This is an optimization exercise on Yosys and OpenROAD, whose aim is a short achievable clock period and few clock cycles per item, not a production implementation. Where RTL was checked, it was by simulation tests only, not by an equivalence proof against the original.

==> 10-04: inputs <==
==> flow/design.v (excerpt) <==
module sp_top (
	input  wire logic          clk,
	input  wire logic          rst_n,
	input  wire logic          in_valid,
	input  wire sp_pkg::elem_t in_data,
	input  wire sp_pkg::mode_t in_mode,
	output logic               out_valid,
	output sp_pkg::elem_t      out_data
);
==> flow/config.mk <==
export PLATFORM = sky130hd
export DESIGN_NAME = sp_top
export DESIGN_NICKNAME = sp_top
export VERILOG_FILES = /design/flow/design.v
export SDC_FILE = /design/flow/constraint.sdc
export NUM_CORES = 4
export LEC_CHECK = 0
export CAP_MARGIN = 30
export CORE_MARGIN = 2
export CORE_UTILIZATION = 30
export PLACE_DENSITY = 0.45
export SLEW_MARGIN = 30
==> flow/constraint.sdc <==
create_clock -name core_clock -period 10.0 [get_ports {clk}]
set_input_delay 2.0000 -clock core_clock [delete_from_list [all_inputs] [get_ports {clk}]]
set_output_delay 2.0000 -clock core_clock [all_outputs]
set_load 0.01 [all_outputs]
standard.sh (not shown) runs the stock make flow with config.mk's settings and CLKGATE_MAP_FILE= SYNTH_SCRIPT=/design/flow/synth_recipe.tcl, a recipe that flattens the netlist after the stock synthesis.
==> flow/flow/run.sh <==
#!/bin/bash
# Standard layout, with timing repair aimed well below the clock period
# and plain buffers on the ports
set -euo pipefail
bash standard.sh SETUP_SLACK_MARGIN=7.2 "BUFFER_PORTS_ARGS=-buffer_cell sky130_fd_sc_hd__buf_4" finish > standard.log 2>&1
==> 07-20 (differences from 10-04) <==
--- a/flow/design.v
+++ b/flow/design.v
@@ -82,34 +82,10 @@
 		for (int i = 1; i < 10; i++) begin
 			cy[i] = gg[i-1];
 		end
 		add9 = {cy[9], p ^ cy[8:0]};
 	endfunction
-	function automatic logic [10:0] add11(input logic [10:0] x, input logic [10:0] y);
-		logic [10:0] p;
-		logic [10:0] gg;
-		logic [10:0] pp;
-		logic [10:0] gn;
-		logic [10:0] pn;
-		p  = x ^ y;
-		gg = x & y;
-		pp = p;
-		for (int d = 1; d < 11; d = d * 2) begin
-			for (int i = 0; i < 11; i++) begin
-				if (i >= d) begin
-					gn[i] = gg[i] | (pp[i] & gg[i-d]);
-					pn[i] = pp[i] & pp[i-d];
-				end else begin
-					gn[i] = gg[i];
-					pn[i] = pp[i];
-				end
-			end
-			gg = gn;
-			pp = pn;
-		end
-		add11 = p ^ {gg[9:0], 1'b0};
-	endfunction
 	function automatic logic [8:0] addmod3(input logic [8:0] x, input logic [8:0] xp3,
 			input logic [8:0] y);
 		logic [9:0] t;
 		logic [9:0] u;
 		t = add9(x, y, 1'b0);
@@ -511,20 +487,23 @@
 		end else begin
 			v2 <= v1;
 		end
 	end
 	always_ff @(posedge clk) begin
-		k2  <= k1;
-		x2  <= x;
-		br  <= bi;
-		brn <= ~bi;
+		k2 <= k1;
+		x2 <= x;
+		if (v1) begin
+			br  <= bi;
+			brn <= ~bi;
+		end
 	end
 	assign bc = ~brn;
 	logic [5:0][8:0] s;
 	logic [5:0][8:0] s_in;
 	logic [5:0][8:0] s_ins;
 	logic [5:0]      lt;
+	logic [9:0]      tp2;
 	always_comb begin
 		for (int j = 0; j < 6; j++) begin
 			s_in[j] = (k2 == 3'd0) ? INF : s[j];
 		end
 		for (int j = 0; j < 6; j++) begin
@@ -543,25 +522,18 @@
 	always_ff @(posedge clk) begin
 		if (v2) begin
 			s <= s_ins;
 		end
 	end
-	logic [10:0] tp2;
-	logic [10:0] tq2;
-	logic [10:0] cs_s;
-	logic [10:0] cs_c;
-	assign tp2 = {sp_pkg::add9({1'b0, x2[8:1]}, br, 1'b0), x2[0]};
-	assign cs_s = 11'(x2) ^ 11'({br, 1'b0}) ^ 11'(br);
-	assign cs_c = 11'({(11'(x2) & 11'({br, 1'b0})) | (11'(x2) & 11'(br))
-		| (11'({br, 1'b0}) & 11'(br)), 1'b0});
-	assign tq2 = sp_pkg::add11(cs_s, cs_c);
+	assign tp2 = sp_pkg::add9({1'b0, x2[8:1]}, bc, 1'b0);
 	logic        v3;
 	logic        v4;
 	logic [2:0]  k3;
 	logic [2:0]  k4;
+	logic [8:0]  b3;
+	logic [8:0]  b4;
 	logic [10:0] tp3;
-	logic [10:0] tq3;
 	logic [8:0]  p4;
 	logic [5:0][8:0] r;
 	logic [5:0][8:0] r3;
 	always_ff @(posedge clk or negedge rst_n) begin
 		if (!rst_n) begin
@@ -572,117 +544,88 @@
 			v4 <= v3;
 		end
 	end
 	always_ff @(posedge clk) begin
 		k3  <= k2;
-		tp3 <= tp2;
-		tq3 <= tq2;
+		b3  <= bc;
+		tp3 <= {tp2, x2[0]};
 		k4  <= k3;
+		b4  <= b3;
 		p4  <= sp_pkg::mod3(tp3);
-		if (v3) begin
-			r[k3] <= mode[1] ? sp_pkg::mod3(tp3) : sp_pkg::mod4(tq3);
-		end
 		if (v4) begin
+			r[k4]  <= mode[1] ? p4 : sp_pkg::addmod(p4, b4);
 			r3[k4] <= 9'(sp_pkg::add9(p4, 9'd3, 1'b0));
 		end
 	end
-	logic       armed;
-	logic       f2;
-	logic       f2d;
-	logic       f3a;
-	logic       f3;
+	logic       fire_slow;
 	logic       busy;
 	logic [5:0] oc;
-	logic [8:0] nx;
-	logic       lt_xs;
-	logic       lt_xb;
-	logic       lt_bs;
-	logic       lt_b1;
-	logic       lt_b2;
-	logic [8:0] e0_x;
+	logic       lt_b0;
+	logic       lt_bb;
+	logic       lt_r0;
+	logic       lt_r1;
 	logic [8:0] e0_b;
+	logic [8:0] e0_r;
 	logic [8:0] e0_s;
-	logic [8:0] e0_rest;
-	logic [8:0] e0_m2;
+	logic [8:0] e0_sort;
 	logic [8:0] e1_s0;
 	logic [8:0] e1_s1;
-	logic [8:0] e1_b;
-	logic [8:0] e1_ins;
-	logic [8:0] e2_s1;
-	logic [8:0] e2_s2;
-	logic [8:0] e2_b;
-	logic [8:0] e2_ins;
+	logic [8:0] e1_r;
+	logic [8:0] e1_sort;
 	logic [5:0][8:0] e_gen;
-	logic [8:0] e_ahead;
-	logic [8:0] d_idle;
-	logic [8:0] d_arm;
-	logic [8:0] n_idle;
-	assign lt_xs   = sp_pkg::lt9(x, s[0]);
-	assign lt_xb   = !v2 || sp_pkg::lt9(x, bc);
-	assign lt_bs   = v2 && sp_pkg::lt9(bc, s[0]);
-	assign e0_x    = sp_pkg::addmod3(r[0], r3[0], x);
-	assign e0_b    = sp_pkg::addmod3(r[0], r3[0], bc);
+	logic [8:0] e_next;
+	assign fire_slow = v1 && k1 == 3'd5 && mode[1];
+	assign lt_b0   = sp_pkg::lt9(bi, s[0]);
+	assign lt_bb   = sp_pkg::lt9(bi, bc);
+	assign lt_r0   = sp_pkg::lt9(bc, s[0]);
+	assign e0_b    = sp_pkg::addmod3(r[0], r3[0], bi);
+	assign e0_r    = sp_pkg::addmod3(r[0], r3[0], bc);
 	assign e0_s    = sp_pkg::addmod3(r[0], r3[0], s[0]);
-	assign e0_m2   = (lt_xs && lt_xb) ? e0_x : e0_rest;
-	assign e0_rest = lt_bs ? e0_b : e0_s;
-	assign lt_b1   = sp_pkg::lt9(bc, s[1]);
+	assign e0_sort = (lt_b0 && lt_bb) ? e0_b : (lt_r0 ? e0_r : e0_s);
+	assign lt_r1   = sp_pkg::lt9(bc, s[1]);
 	assign e1_s0   = sp_pkg::addmod3(r[1], r3[1], s[0]);
 	assign e1_s1   = sp_pkg::addmod3(r[1], r3[1], s[1]);
-	assign e1_b    = sp_pkg::addmod3(r[1], r3[1], bc);
-	assign e1_ins  = lt_b1 ? (lt_bs ? e1_s0 : e1_b) : e1_s1;
-	assign lt_b2   = sp_pkg::lt9(bc, s[2]);
-	assign e2_s1   = sp_pkg::addmod3(r[2], r3[2], s[1]);
-	assign e2_s2   = sp_pkg::addmod3(r[2], r3[2], s[2]);
-	assign e2_b    = sp_pkg::addmod3(r[2], r3[2], bc);
-	assign e2_ins  = lt_b2 ? (lt_b1 ? e2_s1 : e2_b) : e2_s2;
+	assign e1_r    = sp_pkg::addmod3(r[1], r3[1], bc);
+	assign e1_sort = lt_r1 ? (lt_r0 ? e1_s0 : e1_r) : e1_s1;
 	always_comb begin
 		e_gen[0] = '0;
-		e_gen[1] = '0;
+		e_gen[1] = mode[1] ? e1_sort : r[1];
 		for (int j = 2; j < 6; j++) begin
 			e_gen[j] = mode[1] ? sp_pkg::addmod3(r[j], r3[j], s[j]) : r[j];
 		end
-		e_ahead = '0;
-		for (int j = 1; j < 5; j++) begin
-			e_ahead = e_ahead | (e_gen[j+1] & {9{oc[j]}});
+		e_next = '0;
+		for (int j = 1; j < 6; j++) begin
+			e_next = e_next | (e_gen[j] & {9{oc[j]}});
 		end
 	end
+	logic       armed;
+	logic [8:0] d_idle;
+	logic [8:0] d_arm;
+	assign d_idle = fire_slow ? e0_sort : (busy ? e_next : '0);
 	assign d_arm  = armed ? r[0] : '0;
-	assign d_idle = f2 ? e0_m2 : (f3 ? e0_rest : (f2d ? e1_ins : (busy ? nx : '0)));
-	assign n_idle = f3 ? e1_ins : (f2d ? e2_ins : e_ahead);
 	always_ff @(posedge clk or negedge rst_n) begin
 		if (!rst_n) begin
 			out_valid <= 1'b0;
 			out_data  <= '0;
 			busy      <= 1'b0;
 			oc        <= '0;
 			armed     <= 1'b0;
-			f2        <= 1'b0;
-			f2d       <= 1'b0;
-			f3a       <= 1'b0;
-			f3        <= 1'b0;
 		end else begin
 			armed     <= (in_valid ? idx == 3'd4 : idx == 3'd5) && !mode[1];
-			f2        <= in_valid && idx == 3'd5 && mode == 2'b10;
-			f2d       <= f2;
-			f3a       <= in_valid && idx == 3'd5 && mode == 2'b11;
-			f3        <= f3a;
-			out_valid <= in_valid ? armed : (f2 || f3 || busy);
+			out_valid <= in_valid ? armed : (fire_slow || busy);
 			out_data  <= in_valid ? d_arm : d_idle;
 			if (in_valid) begin
 				busy <= armed;
 				oc   <= armed ? 6'b000010 : '0;
-			end else if (f2 || f3) begin
+			end else if (fire_slow) begin
 				busy <= 1'b1;
 				oc   <= 6'b000010;
 			end else if (busy) begin
 				oc   <= {oc[4:0], 1'b0};
 				busy <= !oc[5];
 			end else begin
 				oc   <= '0;
 			end
 		end
 	end
-	always_ff @(posedge clk) begin
-		nx <= in_valid ? r[1] : n_idle;
-	end
 endmodule
 `default_nettype wire
==> flow/config.mk (replaced) <==
export PLATFORM = sky130hd
export DESIGN_NAME = sp_top
export DESIGN_NICKNAME = sp_top
export VERILOG_FILES = /design/flow/design.v
export SDC_FILE = /design/flow/constraint.sdc
export NUM_CORES = 4
export LEC_CHECK = 0
export CAP_MARGIN = 20
export CORE_MARGIN = 2
export CORE_UTILIZATION = 30
export PLACE_DENSITY = 0.45
export SLEW_MARGIN = 20
==> 10-28 (differences from 10-04) <==
--- a/flow/design.v
+++ b/flow/design.v
@@ -82,34 +82,10 @@
 		for (int i = 1; i < 10; i++) begin
 			cy[i] = gg[i-1];
 		end
 		add9 = {cy[9], p ^ cy[8:0]};
 	endfunction
-	function automatic logic [10:0] add11(input logic [10:0] x, input logic [10:0] y);
-		logic [10:0] p;
-		logic [10:0] gg;
-		logic [10:0] pp;
-		logic [10:0] gn;
-		logic [10:0] pn;
-		p  = x ^ y;
-		gg = x & y;
-		pp = p;
-		for (int d = 1; d < 11; d = d * 2) begin
-			for (int i = 0; i < 11; i++) begin
-				if (i >= d) begin
-					gn[i] = gg[i] | (pp[i] & gg[i-d]);
-					pn[i] = pp[i] & pp[i-d];
-				end else begin
-					gn[i] = gg[i];
-					pn[i] = pp[i];
-				end
-			end
-			gg = gn;
-			pp = pn;
-		end
-		add11 = p ^ {gg[9:0], 1'b0};
-	endfunction
 	function automatic logic [8:0] addmod3(input logic [8:0] x, input logic [8:0] xp3,
 			input logic [8:0] y);
 		logic [9:0] t;
 		logic [9:0] u;
 		t = add9(x, y, 1'b0);
@@ -511,20 +487,23 @@
 		end else begin
 			v2 <= v1;
 		end
 	end
 	always_ff @(posedge clk) begin
-		k2  <= k1;
-		x2  <= x;
-		br  <= bi;
-		brn <= ~bi;
+		k2 <= k1;
+		x2 <= x;
+		if (v1) begin
+			br  <= bi;
+			brn <= ~bi;
+		end
 	end
 	assign bc = ~brn;
 	logic [5:0][8:0] s;
 	logic [5:0][8:0] s_in;
 	logic [5:0][8:0] s_ins;
 	logic [5:0]      lt;
+	logic [9:0]      tp2;
 	always_comb begin
 		for (int j = 0; j < 6; j++) begin
 			s_in[j] = (k2 == 3'd0) ? INF : s[j];
 		end
 		for (int j = 0; j < 6; j++) begin
@@ -543,25 +522,18 @@
 	always_ff @(posedge clk) begin
 		if (v2) begin
 			s <= s_ins;
 		end
 	end
-	logic [10:0] tp2;
-	logic [10:0] tq2;
-	logic [10:0] cs_s;
-	logic [10:0] cs_c;
-	assign tp2 = {sp_pkg::add9({1'b0, x2[8:1]}, br, 1'b0), x2[0]};
-	assign cs_s = 11'(x2) ^ 11'({br, 1'b0}) ^ 11'(br);
-	assign cs_c = 11'({(11'(x2) & 11'({br, 1'b0})) | (11'(x2) & 11'(br))
-		| (11'({br, 1'b0}) & 11'(br)), 1'b0});
-	assign tq2 = sp_pkg::add11(cs_s, cs_c);
+	assign tp2 = sp_pkg::add9({1'b0, x2[8:1]}, bc, 1'b0);
 	logic        v3;
 	logic        v4;
 	logic [2:0]  k3;
 	logic [2:0]  k4;
+	logic [8:0]  b3;
+	logic [8:0]  b4;
 	logic [10:0] tp3;
-	logic [10:0] tq3;
 	logic [8:0]  p4;
 	logic [5:0][8:0] r;
 	logic [5:0][8:0] r3;
 	always_ff @(posedge clk or negedge rst_n) begin
 		if (!rst_n) begin
@@ -572,117 +544,88 @@
 			v4 <= v3;
 		end
 	end
 	always_ff @(posedge clk) begin
 		k3  <= k2;
-		tp3 <= tp2;
-		tq3 <= tq2;
+		b3  <= bc;
+		tp3 <= {tp2, x2[0]};
 		k4  <= k3;
+		b4  <= b3;
 		p4  <= sp_pkg::mod3(tp3);
-		if (v3) begin
-			r[k3] <= mode[1] ? sp_pkg::mod3(tp3) : sp_pkg::mod4(tq3);
-		end
 		if (v4) begin
+			r[k4]  <= mode[1] ? p4 : sp_pkg::addmod(p4, b4);
 			r3[k4] <= 9'(sp_pkg::add9(p4, 9'd3, 1'b0));
 		end
 	end
-	logic       armed;
-	logic       f2;
-	logic       f2d;
-	logic       f3a;
-	logic       f3;
+	logic       fire_slow;
 	logic       busy;
 	logic [5:0] oc;
-	logic [8:0] nx;
-	logic       lt_xs;
-	logic       lt_xb;
-	logic       lt_bs;
-	logic       lt_b1;
-	logic       lt_b2;
-	logic [8:0] e0_x;
+	logic       lt_b0;
+	logic       lt_bb;
+	logic       lt_r0;
+	logic       lt_r1;
 	logic [8:0] e0_b;
+	logic [8:0] e0_r;
 	logic [8:0] e0_s;
-	logic [8:0] e0_rest;
-	logic [8:0] e0_m2;
+	logic [8:0] e0_sort;
 	logic [8:0] e1_s0;
 	logic [8:0] e1_s1;
-	logic [8:0] e1_b;
-	logic [8:0] e1_ins;
-	logic [8:0] e2_s1;
-	logic [8:0] e2_s2;
-	logic [8:0] e2_b;
-	logic [8:0] e2_ins;
+	logic [8:0] e1_r;
+	logic [8:0] e1_sort;
 	logic [5:0][8:0] e_gen;
-	logic [8:0] e_ahead;
-	logic [8:0] d_idle;
-	logic [8:0] d_arm;
-	logic [8:0] n_idle;
-	assign lt_xs   = sp_pkg::lt9(x, s[0]);
-	assign lt_xb   = !v2 || sp_pkg::lt9(x, bc);
-	assign lt_bs   = v2 && sp_pkg::lt9(bc, s[0]);
-	assign e0_x    = sp_pkg::addmod3(r[0], r3[0], x);
-	assign e0_b    = sp_pkg::addmod3(r[0], r3[0], bc);
+	logic [8:0] e_next;
+	assign fire_slow = v1 && k1 == 3'd5 && mode[1];
+	assign lt_b0   = sp_pkg::lt9(bi, s[0]);
+	assign lt_bb   = sp_pkg::lt9(bi, bc);
+	assign lt_r0   = sp_pkg::lt9(bc, s[0]);
+	assign e0_b    = sp_pkg::addmod3(r[0], r3[0], bi);
+	assign e0_r    = sp_pkg::addmod3(r[0], r3[0], bc);
 	assign e0_s    = sp_pkg::addmod3(r[0], r3[0], s[0]);
-	assign e0_m2   = (lt_xs && lt_xb) ? e0_x : e0_rest;
-	assign e0_rest = lt_bs ? e0_b : e0_s;
-	assign lt_b1   = sp_pkg::lt9(bc, s[1]);
+	assign e0_sort = (lt_b0 && lt_bb) ? e0_b : (lt_r0 ? e0_r : e0_s);
+	assign lt_r1   = sp_pkg::lt9(bc, s[1]);
 	assign e1_s0   = sp_pkg::addmod3(r[1], r3[1], s[0]);
 	assign e1_s1   = sp_pkg::addmod3(r[1], r3[1], s[1]);
-	assign e1_b    = sp_pkg::addmod3(r[1], r3[1], bc);
-	assign e1_ins  = lt_b1 ? (lt_bs ? e1_s0 : e1_b) : e1_s1;
-	assign lt_b2   = sp_pkg::lt9(bc, s[2]);
-	assign e2_s1   = sp_pkg::addmod3(r[2], r3[2], s[1]);
-	assign e2_s2   = sp_pkg::addmod3(r[2], r3[2], s[2]);
-	assign e2_b    = sp_pkg::addmod3(r[2], r3[2], bc);
-	assign e2_ins  = lt_b2 ? (lt_b1 ? e2_s1 : e2_b) : e2_s2;
+	assign e1_r    = sp_pkg::addmod3(r[1], r3[1], bc);
+	assign e1_sort = lt_r1 ? (lt_r0 ? e1_s0 : e1_r) : e1_s1;
 	always_comb begin
 		e_gen[0] = '0;
-		e_gen[1] = '0;
+		e_gen[1] = mode[1] ? e1_sort : r[1];
 		for (int j = 2; j < 6; j++) begin
 			e_gen[j] = mode[1] ? sp_pkg::addmod3(r[j], r3[j], s[j]) : r[j];
 		end
-		e_ahead = '0;
-		for (int j = 1; j < 5; j++) begin
-			e_ahead = e_ahead | (e_gen[j+1] & {9{oc[j]}});
+		e_next = '0;
+		for (int j = 1; j < 6; j++) begin
+			e_next = e_next | (e_gen[j] & {9{oc[j]}});
 		end
 	end
+	logic       armed;
+	logic [8:0] d_idle;
+	logic [8:0] d_arm;
+	assign d_idle = fire_slow ? e0_sort : (busy ? e_next : '0);
 	assign d_arm  = armed ? r[0] : '0;
-	assign d_idle = f2 ? e0_m2 : (f3 ? e0_rest : (f2d ? e1_ins : (busy ? nx : '0)));
-	assign n_idle = f3 ? e1_ins : (f2d ? e2_ins : e_ahead);
 	always_ff @(posedge clk or negedge rst_n) begin
 		if (!rst_n) begin
 			out_valid <= 1'b0;
 			out_data  <= '0;
 			busy      <= 1'b0;
 			oc        <= '0;
 			armed     <= 1'b0;
-			f2        <= 1'b0;
-			f2d       <= 1'b0;
-			f3a       <= 1'b0;
-			f3        <= 1'b0;
 		end else begin
 			armed     <= (in_valid ? idx == 3'd4 : idx == 3'd5) && !mode[1];
-			f2        <= in_valid && idx == 3'd5 && mode == 2'b10;
-			f2d       <= f2;
-			f3a       <= in_valid && idx == 3'd5 && mode == 2'b11;
-			f3        <= f3a;
-			out_valid <= in_valid ? armed : (f2 || f3 || busy);
+			out_valid <= in_valid ? armed : (fire_slow || busy);
 			out_data  <= in_valid ? d_arm : d_idle;
 			if (in_valid) begin
 				busy <= armed;
 				oc   <= armed ? 6'b000010 : '0;
-			end else if (f2 || f3) begin
+			end else if (fire_slow) begin
 				busy <= 1'b1;
 				oc   <= 6'b000010;
 			end else if (busy) begin
 				oc   <= {oc[4:0], 1'b0};
 				busy <= !oc[5];
 			end else begin
 				oc   <= '0;
 			end
 		end
 	end
-	always_ff @(posedge clk) begin
-		nx <= in_valid ? r[1] : n_idle;
-	end
 endmodule
 `default_nettype wire
==> flow_summary.yaml <==
job:
  drv_cap: 1
logic_synthesis:
  synth_fa_ha_area_frac: 0.135
  yosysSeqAreaShare: 0.344
  synth_cells: 3612
worst_setup_path:
  critPathRequiredTime_ns: 10.50
  crit_family: "compound AO/OA/AOI/OAI gates"
status:
  outcome: "finished with violations"
  so_faults: "capacitance limit, slew limit"
sta:
  fin_crit_sh: 0.352
  finalMaxSlewViolations: 7
  clock.fmax_mhz: 284
detailed_routing:
  drtIter0Drc: 4042
  wl_met2_um: 64400
The numbers above come from 07-20.

==> flow_summary.yaml <==
status:
  outcome: "complete, no violations"
logic_synthesis:
  yosysSeqAreaShare: 0.313
  synth_fa_ha_area_frac: 0.151
sta:
  clock.fmax_mhz: 314
  fin_crit_sh: 0.318
detailed_routing:
  drtIter0Drc: 4216
  wl_met2_um: 75500
job:
  drv_cap: 0
worst_setup_path:
  crit_family: "flip-flops"
The numbers above come from 10-04.

==> flow_summary.yaml <==
logic_synthesis:
  synth_fa_ha_area_frac: 0.135
  synth_cells: 3612
  yosysSeqAreaShare: 0.344
  synth.distinct_cells: 85
final_layout:
  seq-cell-share: 0.248
worst_setup_path:
  crit_family: "simple AND/OR/NAND/NOR gates"
  critPathRequiredTime_ns: 10.61
status:
  outcome: "complete, no violations"
clock_network:
  clk_pin_slew_ns: 0.07
min_path:
  whs_path_depth: 0
sta:
  finalMaxSlewViolations: 0
  fin_crit_sh: 0.345
detailed_routing:
  wl_met2_um: 64300
The numbers above come from 10-28.

Testbench counts of 07-20, summed over its fixed seeds: cycles 2,214, jobs 192.
Testbench counts of 10-28, summed over its fixed seeds: cycles 2,214, jobs 192.
Only the layout flow was run in 10-04; the RTL was not checked for function there.

==> static timing again, ports no longer ideal <==
The flow's constraints put no driver on any port. The routed layouts listed below were extracted and timed again, unchanged, in two steps. Step 1: set_driving_cell puts a clkbuf_16 on clk and a buf_2 on each other input, an assumption about the parent block. Step 2 times the ports against the registers' clock, not the clock port: input delays grow and output delays shrink by t, the midpoint of the rising clock arrivals with the driver on. a / b / c = ideal ports / drivers / drivers and shift; a / b = the first two.
run | t (ns) | slack for setup (ns) | slew at the worst register clock pin (ns)
10-04 | 0.756 | 6.816 / 6.740 / 6.165 | 0.07 / 0.07
07-20 | 0.734 | 6.475 / 6.475 / 5.839 | 0.07 / 0.07
10-28 | 0.722 | 6.550 / 6.551 / 5.875 | 0.07 / 0.07
For 10-28, which loses most, drivers alone change the setup slack by +0.001 ns; drivers and shift together by -0.675 ns.
